This is an optimization exercise on Yosys and OpenROAD, whose aim is small area, a short achievable clock period and few clock cycles per item, not a production implementation.
RTL that was checked went through simulation tests only; none was proved equivalent to the original.
No functional check of the RTL was part of run 5.
No activity file was given, so power comes from the tool's default toggle rates.

File: design.v
`timescale 1ns/1ps
`default_nettype none
module env_step_top (
    input  wire         i_clk,
    input  wire         i_rstn,
    input  wire  [31:0] i_mem_rdata,
    output logic [5:0]  o_mem_addr,
    output logic [31:0] o_mem_wdata,
    output logic        o_mem_we
);
    localparam logic [5:0] ACT_ADDR  = 6'd16;
    localparam logic [5:0] FLAG_ADDR = 6'd17;
    localparam logic [5:0] OBS_ADDR  = 6'd18;
    localparam logic [5:0] RWD_ADDR  = 6'd34;
    localparam logic [5:0] DONE_ADDR = 6'd35;
    localparam logic [3:0] S_POLLA0  = 4'd7;  
    localparam logic [3:0] S_POLLF   = 4'd1;  
    localparam logic [3:0] S_POLLA   = 4'd2;  
    localparam logic [3:0] S_LOAD    = 4'd3;  
    localparam logic [3:0] S_WRITE   = 4'd4;  
    localparam logic [3:0] S_RWD     = 4'd5;
    localparam logic [3:0] S_DONE    = 4'd6;
    localparam logic [3:0] S_CLEAR   = 4'd0;
    localparam logic [3:0] S_RA      = 4'd8;   
    localparam logic [3:0] S_RB      = 4'd9;   
    localparam logic [3:0] S_RESTART = 4'd10;  
    logic [31:0] ring [16];
    logic [15:0] v1;        
    logic [31:0] w;         
    logic [15:0] ad;        
    logic [15:0] oh;        
    logic [15:0] oh_nxt;    
    logic [15:0] oh_nxt2;   
    logic        act_q;     
    logic        w_step_q;  
    logic        verify_q;  
    logic [3:0]  ph;
    logic [3:0]  st;
    logic [3:0]  cnt;
    logic        loaded;    
    logic        ins;       
    logic [5:0]  addr_q;
    logic        we_q;
    assign o_mem_addr  = addr_q;
    assign o_mem_wdata = w;
    assign o_mem_we    = we_q;
    function automatic logic [15:0] inc16(input logic [15:0] x);
        for (int i = 0; i < 16; i++) inc16[i] = x[i] ^ (&(x | ~((16'd1 << i) - 16'd1)));
    endfunction
    function automatic logic [15:0] dec16(input logic [15:0] x);
        for (int i = 0; i < 16; i++) dec16[i] = x[i] ^ (&(~x | ~((16'd1 << i) - 16'd1)));
    endfunction
    logic               act;   
    logic [15:0]        pos_n;
    logic signed [15:0] wpos;
    logic               wdone;
    logic               flag_set, reload, mismatch, keep;
    logic               load_ad;   
    logic [15:0]        ad_n;
    logic [31:0]        rwd_word, w_other;
    always_comb begin
        for (int i = 0; i < 16; i++) begin
            oh[i]      = oh_nxt[(i + 1) % 16];
            oh_nxt2[i] = oh_nxt[(i + 15) % 16];
        end
    end
    assign act   = load_ad ? |(oh_nxt & i_mem_rdata[15:0]) : act_q;
    assign pos_n = ring[0][31:16] + v1;
    assign wpos  = w[31:16];
    assign wdone = (wpos > 16'sd1000) || (wpos < -16'sd1000);
    assign flag_set = (i_mem_rdata != '0);
    assign reload   = (i_mem_rdata == 32'd2) || !loaded;
    assign mismatch = verify_q && (i_mem_rdata[15:0] != ad);
    assign keep     = (st == S_WRITE) && !mismatch;  
    always_comb begin
        ad_n = ad;
        for (int i = 0; i < 16; i++) begin
            if (st == S_WRITE && oh[(i + 1) % 16]) ad_n[i] = wdone;
        end
    end
    always_comb begin
        rwd_word = '0;
        for (int i = 0; i < 16; i++) rwd_word[2*i] = ~ad_n[i];
    end
    always_comb begin
        if (st == S_WRITE)    w_other = rwd_word;
        else if (st == S_RWD) w_other = {16'd0, ad};
        else                  w_other = '0;
    end
    always_ff @(posedge i_clk) begin
        for (int j = 0; j < 16; j++) ring[j] <= ring[(j + 1) % 16];
        if (ins)       ring[14] <= i_mem_rdata;
        else if (keep) ring[14] <= w;
        v1 <= act ? inc16(ring[1][15:0]) : dec16(ring[1][15:0]);
        act_q <= |(oh_nxt2 & (load_ad ? i_mem_rdata[15:0] : ad));
        for (int i = 0; i < 16; i++) oh_nxt[i] <= (ph == 4'((i + 14) % 16));
        if (load_ad) ad <= i_mem_rdata[15:0];
        else         ad <= ad_n;
        if (w_step_q) w <= {pos_n, v1};
        else          w <= w_other;
    end
    logic [3:0] st_n;
    logic [3:0] cnt_n;
    logic [5:0] addr_n;
    logic       we_n;
    always_comb begin
        st_n   = st;
        cnt_n  = cnt + 4'd1;
        addr_n = ACT_ADDR;
        we_n   = 1'b0;
        case (st)
            S_POLLA0: begin
                st_n   = S_POLLF;
                addr_n = FLAG_ADDR;
            end
            S_POLLF: begin
                st_n   = S_POLLA;
                addr_n = ACT_ADDR;
            end
            S_POLLA: begin
                if (!flag_set) begin
                    st_n   = S_POLLF;
                    addr_n = FLAG_ADDR;
                end else if (reload) begin
                    st_n   = S_LOAD;
                    cnt_n  = '0;
                    addr_n = {2'b00, ph + 4'd1};
                end else begin
                    st_n   = S_WRITE;
                    cnt_n  = '0;
                    addr_n = OBS_ADDR + {2'b00, ph};
                    we_n   = 1'b1;
                end
            end
            S_LOAD: begin
                addr_n = {2'b00, ph + 4'd1};
                if (cnt == 4'd15) begin
                    st_n = S_RESTART;  
                end
            end
            S_RA: begin
                st_n = S_RB;
            end
            S_RB: begin
                st_n = S_RESTART;
            end
            S_RESTART: begin
                st_n   = S_WRITE;
                cnt_n  = '0;
                addr_n = OBS_ADDR + {2'b00, ph};
                we_n   = 1'b1;
            end
            S_WRITE: begin
                addr_n = OBS_ADDR + {2'b00, ph};
                we_n   = 1'b1;
                if (mismatch) begin
                    st_n   = S_RA;
                    addr_n = ACT_ADDR;
                    we_n   = 1'b0;
                end else if (cnt == 4'd15) begin
                    st_n   = S_RWD;
                    addr_n = RWD_ADDR;
                end
            end
            S_RWD: begin
                st_n   = S_DONE;
                addr_n = DONE_ADDR;
                we_n   = 1'b1;
            end
            S_DONE: begin
                st_n   = S_CLEAR;
                addr_n = FLAG_ADDR;
                we_n   = 1'b1;
            end
            default: begin  
                st_n   = S_POLLA0;
                addr_n = ACT_ADDR;
            end
        endcase
    end
    always_ff @(posedge i_clk) begin
        cnt      <= cnt_n;
        addr_q   <= addr_n;
        ins      <= (st == S_LOAD);
        load_ad  <= (st_n == S_POLLF) || (st_n == S_LOAD && cnt_n == 4'd0) || (st_n == S_RB);
        verify_q <= (st == S_POLLA) && flag_set && !reload;
        w_step_q <= !((st == S_WRITE && cnt >= 4'd14) || st == S_RWD);
    end
    always_ff @(posedge i_clk or negedge i_rstn) begin
        if (!i_rstn) begin
            st     <= S_CLEAR;
            ph     <= '0;
            loaded <= 1'b0;
            we_q   <= 1'b0;
        end else begin
            st   <= st_n;
            ph   <= ph + 4'd1;
            we_q <= we_n;
            if (st == S_LOAD && cnt == 4'd15) loaded <= 1'b1;
        end
    end
endmodule
`default_nettype wire
File: run.sh
#!/bin/bash
# synth_recipe.tcl (not shown) runs the flow's synth.tcl, then flattens the netlist and writes it again
# the make line also repeats each setting of config.mk as NAME=value (left out here)
make -C /OpenROAD-flow-scripts/flow DESIGN_CONFIG=/design/flow/config.mk WORK_HOME=/design/flow/orfs CLKGATE_MAP_FILE= SYNTH_SCRIPT=/design/flow/synth_recipe.tcl finish
File: config.mk
export PLATFORM = sky130hd
export DESIGN_NAME = env_step_top
export DESIGN_NICKNAME = env_step_top
export VERILOG_FILES = /design/flow/design.v
export SDC_FILE = /design/flow/constraint.sdc
export NUM_CORES = 4
export LEC_CHECK = 0
export ABC_AREA = 1
export CAP_MARGIN = 20
export CORE_MARGIN = 2
export CORE_UTILIZATION = 60
export CTS_CLUSTER_DIAMETER = 80
export CTS_CLUSTER_SIZE = 30
export GPL_TIMING_DRIVEN = 0
export SETUP_SLACK_MARGIN = 2.5
export SLEW_MARGIN = 20
File: constraint.sdc
create_clock -name core_clock -period 4.5 [get_ports {i_clk}]
set_input_delay 0.9000 -clock core_clock [delete_from_list [all_inputs] [get_ports {i_clk}]]
set_output_delay 0.9000 -clock core_clock [all_outputs]
set_load 0.01 [all_outputs]
==> results of run 1 <==
## registers in the layout, summed over array words and instances, names as in the netlist, 6 cells and up
| register | cells |
|---|---|
| v1 | 16 |
| w | 32 |
| ring | 512 |
| ad | 16 |
| oh_nxt | 16 |
| addr_q | 6 |
## power groups by stage
stage          logic, mW  clock network [mW]  registers, mW
2_1_floorplan       1.44                   0           7.97
3_3_place_gp        2.34                   0           8.24
3_5_place_dp        2.37                   0           8.30
4_1_cts             2.41                2.67           8.27
5_1_grt             2.91                2.85           8.43
6_report            2.63                2.63           8.28
## routing by layer
metal / part of all wire, % / global-route usage [%]
met5: 0 / 0
met2: 46 / 42.6
met4: 4.1 / 9.97
met3: 5.7 / 4.33
met1: 44 / 34.6
## kinds of logic after synthesis
family / after synthesis / synth area share (%)
adders and majority gates: 24 / 1.82
buffers and inverters: 159 / 3.81
xor gates and xnor gates: 16 / 0.827
DFF: 617 / 73.2
AOI/OAI and AO/OA: 180 / 5.84
and+or+nand+nor: 588 / 14.5
## cell usage after synthesis (3+ instances only)
library cell / count / area share (%)
dfrtp_1: 10 / 1.5
clkbuf_1: 20 / 0.44
o31ai_1: 8 / 0.35
inv_2: 15 / 0.33
a211oi_1: 3 / 0.13
nor2_1: 130 / 2.9
a21oi_1: 39 / 1.2
nand2_1: 321 / 7.1
o21ai_0: 42 / 1.2
nor3_1: 13 / 0.38
or2_2: 5 / 0.18
xor2_1: 14 / 0.72
inv_1: 108 / 2.4
nand3_1: 79 / 2.3
buf_6: 4 / 0.27
dfxtp_1: 607 / 72
a21o_1: 4 / 0.18
ha_1: 23 / 1.7
o21ai_1: 66 / 1.9
nor2_2: 3 / 0.11
a22o_1: 4 / 0.21
o211ai_1: 4 / 0.18
o21bai_1: 4 / 0.18
buf_2: 8 / 0.24
nor4_1: 6 / 0.22
nand4_1: 21 / 0.78
## layout make-up
class | count | area (um^2)
repair buffers | 100 | 757
well taps | 378 | 473
clock inverters | 5 | 58.8
plain buffers | 33 | 208
flip-flops and latches | 617 | 12500
multi-input cells | 808 | 4140
clock buffers | 28 | 637
fillers | 2120 | 8550
inverters | 126 | 489
## worst paths after layout
check	slack [ps]	depth (start not counted)	end	from
setup reg to reg	2580	13	ring[14][3]	ad[14]
min in group asynchronous	690	1	st[2]	i_rstn
max in group asynchronous	3390	1	st[1]	i_rstn
hold reg to reg	330	0	ring[0][31]	ring[1][31]
setup / recovery	2460	1	o_mem_we	we_q
hold / removal	330	0	ring[0][31]	ring[1][31]
## timing repair
item / 4_1_cts / 5_1_grt
endpoints found under the setup margin: 119 / 101
hold endpoints to repair: 0 / 0
setup buffers: 15 / 13
pin swaps: 22 / 28
resized for setup: 327 / 89
==> notes.md, run 1 <==
- Final Worst Setup Slack: 2460 ps
- Final instance area: 19200 um^2
- Largest net degree at the start of global routing: 32
- Asr flop ratio synth: 1.62%
- Synth cell types: 43
- CP startpoint kind: flip-flop
- Residual DRC: 0
- Total power: 13.5 mW
- PwrDens: 704 nW/um^2
- Final wirelength: 38500 um
- Comb pwr share: 19.4%
- Total Die Area: 29600 um^2
- GRT Total Usage: 25.9%
- Seq pwr share: 61.2%
- Syn Nets: 1642
- Number of global-route vias before repair: 10200
- I/O pin cnt: 73
- Die height: 172 um
- Fin crit share: 45.4%
- GRT overflow: 0
- Clock share of power: 19.4%
- WL/cell: 18.4 um
- Via density: 5.11
- Slowest cell on the critical path: dfrtp_1
- Max incr delay on CP: 430 ps
- DRT Pass-1 Iters: 5
- Post-layout util: 69.2%
- Cell Chain, Critical Path: buf_2
- Req. time, crit path: 3600 ps
- I/O Buffers: 72
- CTS Hold Bufs: 0
- FMAX: 0.490 GHz
- Initial antenna violation count: 0
- Worst-Margin Slew: 845 ps
- Hold slack: 331 ps
- RSZ-0062 raised after global routing: true
- Die width: 172 um
- Hold Crit Class: reg -> reg
- H-tree levels: 1
- Pleak: 8.60 nW
- CTS Buf Count: 25
- Mapped Avg Cell Area: 10.7 um^2
- Placed Instances: 2034
- GP Congestion: 0.961
- Max-slew headroom: 43.6%
- Final Critical Period: 2040 ps
- Final cell count without fillers: 2095
- Post-synth EDFFs: 0
- Synth Flop Type: dfxtp_1
- Synth Instances: 1584
- Area Overhead vs Synth: 13.5%
- Skew-Pair Late Insertion Delay: 580 ps
- Internal power: 9.52 mW
- Inserted Diodes: 0
- DRT antenna net count: 0
- Number of warnings issued by yosys: 2
- WP data arrival: 1140 ps
- CTS sink cnt: 617
- Setup TNS after final layout: 0 ps
- Switching power: 4.01 mW
- CTS root buffer: clkbuf_16
- # setup viols final: 0
- Core outline area: 27800 um^2
- CTS clk-pin slew, worst paths: 110 ps
- Top cell family by delay on the critical path: flip-flops
- Most frequent cells in the layout: dfxtp_1, nand2_1, nor2_1, inv_1, nand3_1
- Most common cell after layout, fill and taps aside: dfxtp_1
- Row count: 61
- Slew Viols, Final: 0
- Dpl hpwl: 26600 um
- DR vias: 10700
- Status: no timing/DRC/antenna violations
- Dpl cell area: 18100 um^2
- Cell Area, Synth: 16900 um^2
- Nets: 1769
- Max FO, Critical Path: 1
- Worst IR Drop VDD: 0.000462 V
- Post-synthesis sequential area ratio: 73.2%
- WP buf/inv: 1
- CP Capture Type: output pin
- Sw Share: 29.6%
- Clock Path Buffers: 3
- Pre-CTS setup slack: 1130 ps
- Initial Util: 61.0%
- Fin Clk Skew: 38.5 ps
- First-pass GRT wire length: 57200 um
- Final hold violations: 0
- Layout cell share with drive strength beyond 1: 15.2%
- Max cap viols: 0
- CTS tree: built
- FF+latch count, synth: 617
- Drt initial violations: 889
- Critical setup path kind: reg -> out
Testbench counts, summed over its fixed seeds: cycles 38,473, steps 1,600.
==> inputs of run 2 (changes only) <==
--- a/config.mk
+++ b/config.mk
@@ -11,6 +11,5 @@
 export CORE_UTILIZATION = 60
 export CTS_CLUSTER_DIAMETER = 80
 export CTS_CLUSTER_SIZE = 30
-export GPL_TIMING_DRIVEN = 0
 export SETUP_SLACK_MARGIN = 2.5
 export SLEW_MARGIN = 20
==> run 2 against run 1 <==
Still clean. Fmax grew 2.9%. Non-clock buffer count shrank 18. Die area is the same. Cell count down 0.67%. Register-to-register slack hardly changed. Critical path depth unchanged. Routed wire length is 5.0% lower. Synthesized area unchanged. First-iteration DRC count down 5.1%. Critical endpoint unchanged. Highest routed layer unchanged.
==> notes.md, run 2 <==
- First-pass GRT wire length: 54800 um
- Die width: 172 um
- Synth top cells by count: dfxtp_1, nand2_1, nor2_1
- WP buf/inv: 1
- Residual DRC: 0
- Pleak: 8.56 nW
- CP Depth: 1
- Critical setup path kind: reg -> out
- Reg2Reg Setup Slack: 2570 ps
- Nets: 1755
- Largest net degree at the start of global routing: 34
- Register area: 12500 um^2
- GP Congestion: 0.896
- Req. time, crit path: 3600 ps
- Syn Nets: 1642
- CTS clk-pin slew, worst paths: 110 ps
- Most common cell after layout, fill and taps aside: dfxtp_1
- Final Critical Period: 1990 ps
- Area contributors post-synth: dfxtp_1, nand2_1, nor2_1
- Hold Crit Class: reg -> reg
- CTS root buffer: clkbuf_16
- CTS sink cnt: 617
- Area Overhead vs Synth: 13.0%
- Final wirelength: 36600 um
- I/O pin cnt: 73
- RSZ-0062 raised after global routing: true
- Worst IR Drop VDD: 0.000506 V
- Worst hold path startpoint: ring[4][31]
- Synth Area in XOR/XNOR: 0.827%
- Hold Path End: ring[3][31]
- WP data arrival: 1090 ps
- Most flops, register: ring
- Initial antenna violation count: 2
- Synth Instances: 1584
- I/O Buffers: 72
- GRT Total Usage: 24.7%
- Layout cell share with drive strength beyond 1: 14.0%
- Asr flop ratio synth: 1.62%
- CP startpoint kind: flip-flop
- Post-synthesis sequential area ratio: 73.2%
- Max-slew headroom: 59.0%
- Setup TNS after final layout: 0 ps
- DRT Pass-1 Iters: 5
- Total Die Area: 29600 um^2
- Max FO, Critical Path: 1
- Synth cell types: 43
- Reg2Reg Depth: 10
- Number of global-route vias before repair: 9997
- Status: no timing/DRC/antenna violations
- Drt initial violations: 844
- Post-synthesis mux area share: 0%
- Slowest cell on the critical path: dfrtp_1
- GRT overflow: 0
- Fillcell total: 2127
- DR vias: 10600
- Via density: 5.10
- Most common cell in the netlist: dfxtp_1
- Die height: 172 um
- Synth Flop Type: dfxtp_1
- Number of warnings issued by yosys: 2
- Max incr delay on CP: 380 ps
- Slew Viols, Final: 0
- Dpl hpwl: 24000 um
- H-tree levels: 1
- Most frequent cells in the layout: dfxtp_1, nand2_1, nor2_1, inv_1, nand3_1
- Hold slack: 327 ps
- Synth Area in Simple Gates: 14.5%
- # setup viols final: 0
- Largest family of logic cells by synthesized area: simple AND/OR/NAND/NOR gates
- Worst R2R End: w[30]
- Largest regs: ring (512), w (32)
- Post-synth EDFFs: 0
- Area share of the largest cell type after synthesis: 71.7%
- Hold Path Depth: 0
- Adder-Cell Fraction of Synth Area: 1.82%
- Post-synth top area cell: dfxtp_1
- FMAX: 0.504 GHz
- Total power: 13.3 mW
- Row count: 61
- CTS Buf Count: 24
- CP Capture Type: output pin
- Fin crit share: 44.1%
- Core outline area: 27800 um^2
- Cell Area, Synth: 16900 um^2
- Max FFs per register: 512
- Multi-input combinational cell area: 4120 um^2
- Cell Chain, Critical Path: buf_2
- Max cap viols: 0
- Fin Clk Skew: 23.5 ps
- DRT antenna net count: 0
- Top cell family by delay on the critical path: flip-flops
- Clock Path Buffers: 3
- CTS tree: built
- Final hold violations: 0
- Compound-cell area share of the yosys netlist: 5.84%
- Skew-Pair Late Insertion Delay: 580 ps
- WL/cell: 17.6 um
- FF+latch count, synth: 617
- Initial Util: 61.0%
- Worst-Margin Slew: 613 ps
- PwrDens: 693 nW/um^2
- Worst R2R Start: v1[3]
- Mapped Avg Cell Area: 10.7 um^2
[run 2: cell counts after synthesis]
No cell type changed its count.
[run 2: worst max path at each step]
stage                              start           to
final                               we_q     o_mem_we
after global routing                 ins  ring[14][2]
after CTS                            ins  ring[14][1]
after detailed placement  i_mem_rdata[7]  ring[14][1]
after global placement    i_mem_rdata[7]  ring[14][0]
after floorplan           i_mem_rdata[8]      load_ad
[run 2: cell type report]
| class | instances | share of cell area, % |
|---|---|---|
| repair inverters | 3 | 0.196 |
| diodes | 2 | 0.0261 |
| clock inverters | 4 | 0.183 |
| multi-input cells | 810 | 21.5 |
| repair buffers | 115 | 4.68 |
| inverters | 126 | 2.67 |
| flip-flops and latches | 617 | 65.1 |
| clock buffers | 26 | 3.17 |
| well taps | 378 | 2.47 |
[run 2: layer usage]
layer  wire, um  vias up  track usage, %
li1           -     5251               -
met1      16300     4954            33.6
met2      16300      327            39.6
met3       2270       88            4.05
met4       1680        0            10.3
met5          0        -               0
[run 2: timing repair]
action | CTS | global route
buffers inserted | 31 | 7
resized for setup | 295 | 66
pin swaps | 29 | 19
endpoints found under the setup margin | 137 | 82
cloned | 5 | 0
hold buffers | 0 | 0
[run 2: where the power goes]
group	internal, mW	total, mW	switching [mW]	leakage [nW]
combinational	1.03	2.48	1.45	3.01
sequential	7.41	8.29	0.881	5.23
clock	0.984	2.51	1.53	0.314
total	9.43	13.3	3.85	8.56
[run 2: cells by family (layout without fill, tap and decap cells)]
group | count (synthesis) | in the layout
AO/OA/AOI/OAI | 180 | 180
XOR/XNOR | 16 | 16
adder cells (fa/ha/maj) | 24 | 24
buffers and inverters | 159 | 274
flip-flops | 617 | 617
other | 0 | 2
AND/OR/NAND/NOR | 588 | 590
[run 2: per-stage QoR]
step	instances	area [um^2]	util (%)	worst slack (ps)
detailed placement	2006	18000	64.8	1090
CTS	2072	19000	68.3	2490
global route	2079	19100	68.9	2440
global placement	2006	18000	64.8	1190
floorplan	1584	16900	-	2500
finish	2081	19200	68.9	2510
==> inputs of run 3 (changes only) <==
--- a/config.mk
+++ b/config.mk
@@ -11,5 +11,6 @@
 export CORE_UTILIZATION = 60
 export CTS_CLUSTER_DIAMETER = 80
 export CTS_CLUSTER_SIZE = 30
+export GPL_ROUTABILITY_DRIVEN = 0
 export SETUP_SLACK_MARGIN = 2.5
 export SLEW_MARGIN = 20
==> run 3 against run 2 <==
Still clean. Synthesized cell count unchanged. Sequential power about the same. Routed wire length decreased by 4.5%. Die area unchanged. Global-route usage decreased by 1.3 points. Core utilization decreased by 0.27 points. Non-clock buffer count decreased by 5. Combinational power about the same. Synthesized area unchanged. Sequential share of layout area increased by 0.27 points. Setup slack improved by 12 ps. Clock power about the same. Highest routed layer unchanged.
==> notes.md, run 3 <==
- Max FFs per register: 512
- Worst hold path startpoint: ring[3][1]
- Asr flop ratio synth: 1.62%
- Met1 GRT Util: 32.3%
- Cell Area, Synth: 16900 um^2
- Mapped Avg Cell Area: 10.7 um^2
- Met3 Usage GRT: 3.32%
- Area share of the largest cell type after synthesis: 71.7%
- Fin Clk Skew: 22.0 ps
- Fillcell total: 2182
- Layout cell share with drive strength beyond 1: 13.4%
- WL/cell: 16.8 um
- Req. time, crit path: 3600 ps
- Synth Flop Type: dfxtp_1
- CTS tree: built
- I/O Buffers: 72
- Synth Instances: 1584
- Grt met2 use: 37.4%
- Total Die Area: 29600 um^2
- Final Critical Period: 1970 ps
- GR peak layer: met2
- Max cap viols: 0
- Setup TNS after final layout: 0 ps
- Pleak: 8.52 nW
- Slew Viols, Final: 0
- RSZ-0062 raised after global routing: true
- Post-synthesis sequential area ratio: 73.2%
- Clock Path Buffers: 3
- Dpl hpwl: 22700 um
- Most common cell in the netlist: dfxtp_1
- Initial Util: 61.0%
- First-pass GRT wire length: 52900 um
- Status: no timing/DRC/antenna violations
- GRT Total Usage: 23.4%
- Number of warnings issued by yosys: 2
- Max FO, Critical Path: 5
- DRT antenna net count: 0
- Largest regs: ring (512), w (32)
- Slowest cell on the critical path: dfxtp_4
- Nets: 1750
- Hold Crit Class: reg -> reg
- DR vias: 10600
- WP buf/inv: 1
- CTS sink cnt: 617
- Final instance area: 19100 um^2
- Most flops, register: ring
- Number of global-route vias before repair: 10100
- Largest net degree at the start of global routing: 34
- Die width: 172 um
- CP startpoint kind: flip-flop
- # setup viols final: 0
- Worst IR Drop VDD: 0.000380 V
- Cell Chain, Critical Path: buf_6
- CTS Buf Count: 24
- Most common cell after layout, fill and taps aside: dfxtp_1
- FMAX: 0.507 GHz
- CP Capture Type: output pin
- Area Overhead vs Synth: 12.6%
- Critical path origin: w[24]
- Synth cell types: 43
- I/O pin cnt: 73
- Skew-Pair Late Insertion Delay: 570 ps
- Initial antenna violation count: 3
- Residual DRC: 0
- Post-synth top area cell: dfxtp_1
- Synth top cells by count: dfxtp_1, nand2_1, nor2_1
- Fin crit share: 43.9%
- CTS root buffer: clkbuf_16
- Hold slack: 328 ps
- Final wirelength: 34900 um
- CTS clk-pin slew, worst paths: 110 ps
- Area contributors post-synth: dfxtp_1, nand2_1, nor2_1
- Worst-Margin Slew: 546 ps
- Core outline area: 27800 um^2
- H-tree levels: 1
- Post-synth EDFFs: 0
- Drt initial violations: 838
- Top cell family by delay on the critical path: flip-flops
- Final hold violations: 0
- Row count: 61
- Via density: 5.11
- Post-layout util: 68.7%
- Max incr delay on CP: 400 ps
- Max-slew headroom: 63.4%
- Total power: 13.2 mW
- FF+latch count, synth: 617
- Die height: 172 um
- Dpl cell area: 18000 um^2
- Critical setup path kind: reg -> out
- Syn Nets: 1642
- DRT Pass-1 Iters: 5
- WP data arrival: 1070 ps
- Most frequent cells in the layout: dfxtp_1, nand2_1, nor2_1, inv_1, nand3_1
- GRT overflow: 0
- Worst R2R Start: v1[8]
- PwrDens: 694 nW/um^2
[run 3: per-stage QoR]
stage	setup WS (ps)	std cells
2_1_floorplan	2500	1584
6_report	2530	2075
3_3_place_gp	1160	2006
4_1_cts	2320	2068
3_5_place_dp	1060	2006
5_1_grt	2480	2074
[run 3: path summary, 6_finish.rpt]
path                                   end  slack [ps]  cells after the start
max reg2reg                          w[30]        2560                      9
max                        o_mem_wdata[24]        2530                      1
min in group asynchronous            ph[0]         640                      1
min reg2reg                     ring[2][1]         330                      0
min                             ring[2][1]         330                      0
max in group asynchronous            ph[2]        3520                      1
[run 3: logic make-up after synthesis]
logic type,Yosys count,synth area share (%)
XOR/XNOR,16,0.827
AO/OA/AOI/OAI,180,5.84
buffers and inverters,159,3.81
flip-flops,617,73.2
AND/OR/NAND/NOR,588,14.5
adder cells (fa/ha/maj),24,1.82
[run 3: repair_timing]
item / in CTS / in global routing
pin swaps: 23 / 13
setup buffers: 30 / 3
gates resized for setup: 276 / 78
hold buffers: 0 / 0
gates cloned: 2 / 3
endpoints found under the hold margin: 0 / 0
setup endpoints to repair: 135 / 91
[run 3: report_power, final]
group	total, mW	leakage [nW]	internal, mW	switching (mW)
logic	2.45	2.97	1.04	1.41
clock network	2.51	0.312	1.00	1.51
registers	8.27	5.24	7.41	0.860
total	13.2	8.52	9.45	3.78
[run 3: cell type report]
type	count	area [um^2]	area share, %
clock buffers	27	622	3.26
repair inverters	3	28.8	0.151
flip-flops and latches	617	12500	65.4
inverters	126	512	2.68
multi-input cells	810	4090	21.4
well taps	378	473	2.48
clock inverters	3	31.3	0.164
diodes	1	2.50	0.0131
repair buffers	110	851	4.46
[run 3: per-layer routing]
metal / up-vias / part of all wire, %
li1: 5237 / -
met1: 4950 / 46
met3: 79 / 5.0
met5: - / 0
met4: 0 / 3.8
met2: 331 / 45
==> inputs of run 4 (changes only) <==
--- a/config.mk
+++ b/config.mk
@@ -9,8 +9,7 @@
 export CAP_MARGIN = 20
 export CORE_MARGIN = 2
 export CORE_UTILIZATION = 60
-export CTS_CLUSTER_DIAMETER = 80
-export CTS_CLUSTER_SIZE = 30
-export GPL_ROUTABILITY_DRIVEN = 0
+export CTS_CLUSTER_DIAMETER = 70
+export CTS_CLUSTER_SIZE = 25
 export SETUP_SLACK_MARGIN = 2.5
 export SLEW_MARGIN = 20
==> run 4 against run 3 <==
Via count hardly changed. Routed wire length is 3.5% higher. Sequential power hardly changed. Largest power group unchanged. Combinational power hardly changed. Die area stayed put. Still clean on timing, DRC and antenna. Critical path type unchanged. Global-route usage is 1.0 points higher. Register-to-register slack worse by 20 ps. Critical path depth stayed put.
==> notes.md, run 4 <==
- Mapped Avg Cell Area: 10.7 um^2
- Inserted Diodes: 0
- PwrDens: 709 nW/um^2
- Reg2Reg Setup Slack: 2540 ps
- WL/cell: 17.4 um
- Die width: 172 um
- Slew Viols, Final: 0
- FF+latch count, synth: 617
- Largest net degree at the start of global routing: 35
- CTS root buffer: clkbuf_16
- Max cap viols: 0
- Final wirelength: 36200 um
- Dpl hpwl: 24000 um
- Fin crit share: 44.2%
- Final Critical Period: 1990 ps
- Syn Nets: 1642
- H-tree levels: 1
- Die height: 172 um
- CP Depth: 1
- CTS tree: built
- Initial antenna violation count: 0
- Area contributors post-synth: dfxtp_1, nand2_1, nor2_1
- Critical path origin: we_q
- Max-slew headroom: 55.8%
- Via density: 5.10
- Setup TNS after final layout: 0 ps
- Total power: 13.6 mW
- Status: no timing/DRC/antenna violations
- Req. time, crit path: 3600 ps
- GRT overflow: 0
- Area Overhead vs Synth: 13.4%
- GRT Total Usage: 24.5%
- GP Congestion: 0.896
- Worst R2R End: ring[14][12]
- Reg2Reg Depth: 4
- CTS Buf Count: 30
- Total Die Area: 29600 um^2
- Asr flop ratio synth: 1.62%
- Final cell count without fillers: 2078
- Post-synthesis sequential area ratio: 73.2%
- Synth top cells by count: dfxtp_1, nand2_1, nor2_1
- I/O Buffers: 72
- Pleak: 8.59 nW
- First-pass GRT wire length: 54600 um
- Clock Path Buffers: 3
- Post-synth top area cell: dfxtp_1
- Most common cell in the netlist: dfxtp_1
- Worst R2R Start: ins
- Largest regs: ring (512), w (32)
- CP startpoint kind: flip-flop
- Layout cell share with drive strength beyond 1: 14.3%
- Initial Util: 61.0%
- WP data arrival: 1090 ps
- Final hold violations: 0
- Area share of the largest cell type after synthesis: 71.7%
- # setup viols final: 0
- DRT Pass-1 Iters: 5
- Slowest cell on the critical path: dfrtp_1
- Residual DRC: 0
- Most flops, register: ring
- Max FO, Critical Path: 1
- DRT antenna net count: 0
- Fin Clk Skew: 22.4 ps
- Synth Flop Type: dfxtp_1
- Most frequent cells in the layout: dfxtp_1, nand2_1, nor2_1, inv_1, nand3_1
- Synth Instances: 1584
- FMAX: 0.503 GHz
- Drt initial violations: 782
- Setup crit end: o_mem_we
- WP buf/inv: 1
- Most common cell after layout, fill and taps aside: dfxtp_1
- Hold Crit Class: reg -> reg
- Skew-Pair Late Insertion Delay: 590 ps
- Cell Chain, Critical Path: buf_2
- Top cell family by delay on the critical path: flip-flops
- RSZ-0062 raised after global routing: true
- DR vias: 10600
- Max incr delay on CP: 370 ps
- Number of warnings issued by yosys: 2
- Core outline area: 27800 um^2
- Placed Instances: 2006
- Worst IR Drop VDD: 0.000501 V
- CTS sink cnt: 617
- Worst-Margin Slew: 662 ps
- CTS clk-pin slew, worst paths: 90 ps
- Cell Area, Synth: 16900 um^2
- Max FFs per register: 512
- Row count: 61
- Critical setup path kind: reg -> out
- Synth cell types: 43
- I/O pin cnt: 73
- Nets: 1752
- Number of global-route vias before repair: 10100
- CP Capture Type: output pin
- Post-synth EDFFs: 0
[run 4: cell count changes in the layout (fill, tap and decap cells not counted), sizes merged]
cell           change
buf                -6
clkbuf             +9
clkdlybuf4s15      +8
clkinv             -1
clkinvlp           -3
diode              -1
dlygate4sd2        -8
inv                +6
nand2              -1
[run 4: per-layer routing]
layer,GRT usage (%),share of wire [%]
met3,4.10,6.1
met4,9.83,4.5
met1,33.0,45
met2,39.5,45
met5,0,0
[run 4: kinds of logic (layout without fill, tap and decap cells)]
logic type	after synthesis	after routing	share of synthesized area (%)
compound gates	180	180	5.84
xor+xnor	16	16	0.827
fa+ha+maj	24	24	1.82
buf+inv	159	274	3.81
flops	617	617	73.2
simple gates	588	589	14.5
[run 4: cell type report]
cell class	count	area (um^2)
sequential	617	12500
fill	2093	8570
multi-input combinational	809	4090
timing repair buffer	109	823
clock buffer	31	754
inverter	126	512
tap	378	473
clock inverter	7	83.8
timing repair inverter	1	5.00
[run 4: report_power, final]
group          switching, mW  leakage, nW  total, mW  internal (mW)
sequential             0.889         5.23       8.30           7.42
clock                   1.64        0.412       2.88           1.24
combinational           1.41         2.95       2.43           1.02
[run 4: timing repair]
item | in CTS | in global routing
hold buffers | 0 | 0
pin swaps | 26 | 28
buffers inserted | 28 | 4
endpoints found under the hold margin | 0 | 0
gates resized for setup | 284 | 80
endpoints found under the setup margin | 137 | 78
cloned | 2 | 0
[run 4: through the flow]
stage	hold WS [ps]	setup WS [ps]	area, um^2	util, %
after floorplan	310	2500	16900	-
after detailed placement	312	1090	18000	64.8
after global routing	320	2450	19200	69.2
after global placement	310	1190	18000	64.8
after CTS	325	2480	19100	68.7
final	327	2510	19200	69.2
[run 4: worst min-delay path by stage]
stage                             from           end  slack (ps)  cells after the start
after floorplan            ring[1][16]   ring[0][16]         310                      0
after global placement    ring[12][14]  ring[11][14]         310                      0
after detailed placement    ring[2][6]    ring[1][6]         310                      0
after CTS                 ring[14][22]  ring[13][22]         320                      0
after global routing      ring[14][23]  ring[13][23]         320                      0
final                     ring[13][14]  ring[12][14]         330                      0
==> inputs of run 5 (changes only) <==
--- a/design.v
+++ b/design.v
@@ -60,8 +60,9 @@
     logic [31:0]        rwd_word, w_other;
     always_comb begin
         for (int i = 0; i < 16; i++) begin
-            oh[i]      = oh_nxt[(i + 1) % 16];
-            oh_nxt2[i] = oh_nxt[(i + 15) % 16];
+            oh[i]      = (ph == 4'(i));
+            oh_nxt[i]  = (ph == 4'((i + 15) % 16));
+            oh_nxt2[i] = (ph == 4'((i + 14) % 16));
         end
     end
     assign act   = load_ad ? |(oh_nxt & i_mem_rdata[15:0]) : act_q;
@@ -93,7 +94,6 @@
         else if (keep) ring[14] <= w;
         v1 <= act ? inc16(ring[1][15:0]) : dec16(ring[1][15:0]);
         act_q <= |(oh_nxt2 & (load_ad ? i_mem_rdata[15:0] : ad));
-        for (int i = 0; i < 16; i++) oh_nxt[i] <= (ph == 4'((i + 14) % 16));
         if (load_ad) ad <= i_mem_rdata[15:0];
         else         ad <= ad_n;
         if (w_step_q) w <= {pos_n, v1};
--- a/config.mk
+++ b/config.mk
@@ -8,8 +8,8 @@
 export ABC_AREA = 1
 export CAP_MARGIN = 20
 export CORE_MARGIN = 2
-export CORE_UTILIZATION = 60
-export CTS_CLUSTER_DIAMETER = 70
-export CTS_CLUSTER_SIZE = 25
+export CORE_UTILIZATION = 50
+export CTS_CLUSTER_DIAMETER = 80
+export CTS_CLUSTER_SIZE = 30
 export SETUP_SLACK_MARGIN = 2.5
 export SLEW_MARGIN = 20
==> run 5 against run 4 <==
Total power decreased by 15%. Register-to-register slack about the same. Worst hold slack about the same. Clock-buffer cell count decreased by 3. Die area increased by 17%. Via count decreased by 1.6%. Clock power decreased by 8.7%. First-iteration DRC count decreased by 10%. Sequential share of layout area decreased by 2.0 points. Design area increased by 0.55%. Still clean on timing, DRC and antenna. Setup slack got worse by 8.7 ps. Combinational power decreased by 34%. Critical path type is now in -> reg.
==> notes.md, run 5 <==
- Max FO, Critical Path: 2
- Fin Clk Skew: 28.0 ps
- Slew Viols, Final: 0
- CTS tree: built
- Final Worst Setup Slack: 2500 ps
- RSZ-0062 raised after global routing: true
- Placed Instances: 2040
- CP Capture Type: flip-flop
- Synth Flop Type: dfxtp_1
- GP Congestion: 0.926
- Post-synth top area cell: dfxtp_1
- Area Overhead vs Synth: 16.4%
- Skew-Pair Late Insertion Delay: 570 ps
- Total Die Area: 34700 um^2
- H-tree levels: 1
- GRT overflow: 0
- Layout cell share with drive strength beyond 1: 18.8%
- Asr flop ratio synth: 1.66%
- Number of global-route vias before repair: 9963
- Top sig layer: met4
- Metal-1 WL: 17500 um
- Row count: 66
- Final cell count without fillers: 2129
- Nets: 1738
- Largest net degree at the start of global routing: 37
- Area contributors post-synth: dfxtp_1, nand2_1, nor2_1
- DRT Pass-1 Iters: 8
- Initial antenna violation count: 1
- Initial Util: 50.9%
- Mapped Avg Cell Area: 10.7 um^2
- Core outline area: 32600 um^2
- Worst hold path startpoint: ring[14][7]
- CTS Buf Count: 25
- Final Critical Period: 2000 ps
- Adder-Cell Fraction of Synth Area: 1.85%
- Max-slew headroom: 54.9%
- Reg2Reg Depth: 11
- Die width: 186 um
- Synth Instances: 1552
- FMAX: 0.500 GHz
- Setup TNS after final layout: 0 ps
- Reg2Reg Setup Slack: 2550 ps
- Critical setup path kind: in -> reg
- Max cap viols: 0
- CTS sink cnt: 601
- CTS clk-pin slew, worst paths: 110 ps
- Syn Nets: 1610
- # setup viols final: 0
- WL/cell: 17.3 um
- FF+latch count, synth: 601
- Pre-CTS setup slack: 1210 ps
- CTS root buffer: clkbuf_16
- Worst-Margin Slew: 675 ps
- Most frequent cells in the layout: dfxtp_1, nand2_1, inv_1, nor2_1, o21ai_0
- Post-synth EDFFs: 0
- Hold Path End: ring[13][7]
- Multi-input combinational cell area: 4350 um^2
- Synth top cells by count: dfxtp_1, nand2_1, nor2_1
- PwrDens: 598 nW/um^2
- Worst R2R End: v1[1]
- Worst R2R Start: ph[1]
- Compound-cell area share of the yosys netlist: 7.22%
- Most common cell after layout, fill and taps aside: dfxtp_1
- Pleak: 8.52 nW
- WP data arrival: 2470 ps
- Post-synthesis sequential area ratio: 72.8%
- Residual DRC: 0
- Final wirelength: 36800 um
- Fillcell total: 2836
- CTS Hold Bufs: 0
- Fin crit share: 44.4%
- GRT Total Usage: 20.5%
- Register area: 12200 um^2
- Clock Path Buffers: 3
- First-pass GRT wire length: 53800 um
- Number of warnings issued by yosys: 2
- Most flops, register: ring
- Cell Area, Synth: 16600 um^2
- Largest regs: ring (512), w (32)
- Area share of the largest cell type after synthesis: 71.3%
- Largest family of logic cells by synthesized area: simple AND/OR/NAND/NOR gates
- I/O pin cnt: 73
- Post-synthesis mux area share: 0%
- Req. time, crit path: 4970 ps
- Via density: 4.90
- I/O Buffers: 72
- Routed length on met3: 1440 um
- Final hold violations: 0
- DR vias: 10400
- Max FFs per register: 512
- Most common cell in the netlist: dfxtp_1
- Hold Crit Class: reg -> reg
- Met2 Routed Length: 16400 um
- Synth cell types: 46
- DRT antenna net count: 0
- Die height: 186 um
- Status: no timing/DRC/antenna violations
- Worst IR Drop VDD: 0.000368 V
- Inserted Diodes: 0
- Synth Area in Simple Gates: 14.2%
- Synth Area in XOR/XNOR: 0.211%
- CP startpoint kind: input pin
- Drt initial violations: 703
- Dpl hpwl: 23800 um
- Hold Path Depth: 0
[run 5: cell families (layout without fill, tap and decap cells)]
logic type | count (synthesis) | in the layout
flops | 601 | 601
simple gates | 565 | 567
compound gates | 211 | 211
buf+inv | 147 | 280
fa+ha+maj | 24 | 24
xor+xnor | 4 | 4
[run 5: stage by stage]
step | hold slack, ps | power [mW] | util [%] | instance area, um^2
6_report | 326 | 11.6 | 59.2 | 19300
5_1_grt | 336 | 12.1 | 59.2 | 19300
4_1_cts | 325 | 11.5 | 57.7 | 18800
3_5_place_dp | 312 | 8.73 | 54.3 | 17700
3_3_place_gp | 310 | 8.67 | 54.3 | 17700
2_1_floorplan | 310 | 8.02 | - | 16600
[run 5: worst max-delay path, cell delays in order]
cell and delay, ps:
dlygate4sd2_1 300, nor2_4 160, nand3_2 100, nor2_4 130
nand2_1 100, o21ai_2 250, buf_4 160, o21ai_0 70
nand2_1 90, nor2_2 50, nor2_1 120, nor2_1 50
[run 5: area by class of cell]
cell class / instances / area share [%]
clock buffers: 28 / 3.35
well taps: 442 / 2.86
repair inverters: 3 / 0.130
flip-flops and latches: 601 / 62.9
inverters: 117 / 2.57
multi-input cells: 806 / 22.5
repair buffers: 126 / 5.21
clock inverters: 6 / 0.414
[run 5: what timing repair did]
item	4_1_cts	5_1_grt
setup endpoints to repair	130	100
buffers inserted	31	17
pin swaps	23	25
gates resized for setup	345	122
gates cloned	3	4
[run 5: where the power goes]
group          switching (mW)  internal [mW]  leakage (nW)
Sequential              0.506           6.82          5.10
Combinational           0.945          0.656          3.07
Clock                    1.56           1.07         0.350
Total                    3.01           8.54          8.52
[run 5: metal layers]
metal / track usage (%) / up-vias
met1: 28.6 / 4926
met5: 0 / -
met4: 8.94 / 0
met2: 32.5 / 233
li1: - / 5201
met3: 2.43 / 81
[run 5: worst max-delay path by stage]
stage | start | end | slack (ps) | cells after the start
2_1_floorplan | i_mem_rdata[15] | ring[14][13] | 2500 | 13
3_3_place_gp | i_mem_rdata[11] | addr_q[1] | 1270 | 13
3_5_place_dp | i_mem_rdata[11] | ring[14][10] | 1210 | 13
4_1_cts | w[18] | w[16] | 2480 | 8
5_1_grt | i_mem_rdata[11] | load_ad | 2420 | 16
6_report | i_mem_rdata[29] | load_ad | 2500 | 12

==> re-timing with driven ports <==
The flow's constraints put no driver on any port. The routed layouts listed below were extracted and timed again, unchanged, in two steps. Step 1 sets driving cells, clkbuf_16 on the clock port and buf_2 on the other inputs (assumed; they add their load-dependent delay and slew). Step 2 adds t to the input delays and takes it off the output delays; t is the mean of the earliest and latest rising clock arrival at the registers after step 1. Input paths then give back, and output paths get back, about the clock's delay inside the block. Slacks: no drivers / after step 1 / after step 2; pairs: no drivers / after step 1.
| run | t, ns | setup WS [ns] | latest minus earliest clock arrival (ns) |
|---|---|---|---|
| run 1 | 0.619 | 2.458 / 2.405 / 1.894 | 0.039 / 0.039 |
| run 2 | 0.615 | 2.514 / 2.461 / 1.960 | 0.028 / 0.029 |
| run 3 | 0.608 | 2.526 / 2.477 / 1.962 | 0.026 / 0.026 |
| run 4 | 0.633 | 2.510 / 2.457 / 1.940 | 0.023 / 0.023 |
| run 5 | 0.614 | 2.502 / 2.458 / 1.916 | 0.028 / 0.028 |
After both steps every run listed still meets setup and hold. For run 5, which loses most, drivers alone change the setup slack by -0.044 ns; drivers and shift together by -0.586 ns.
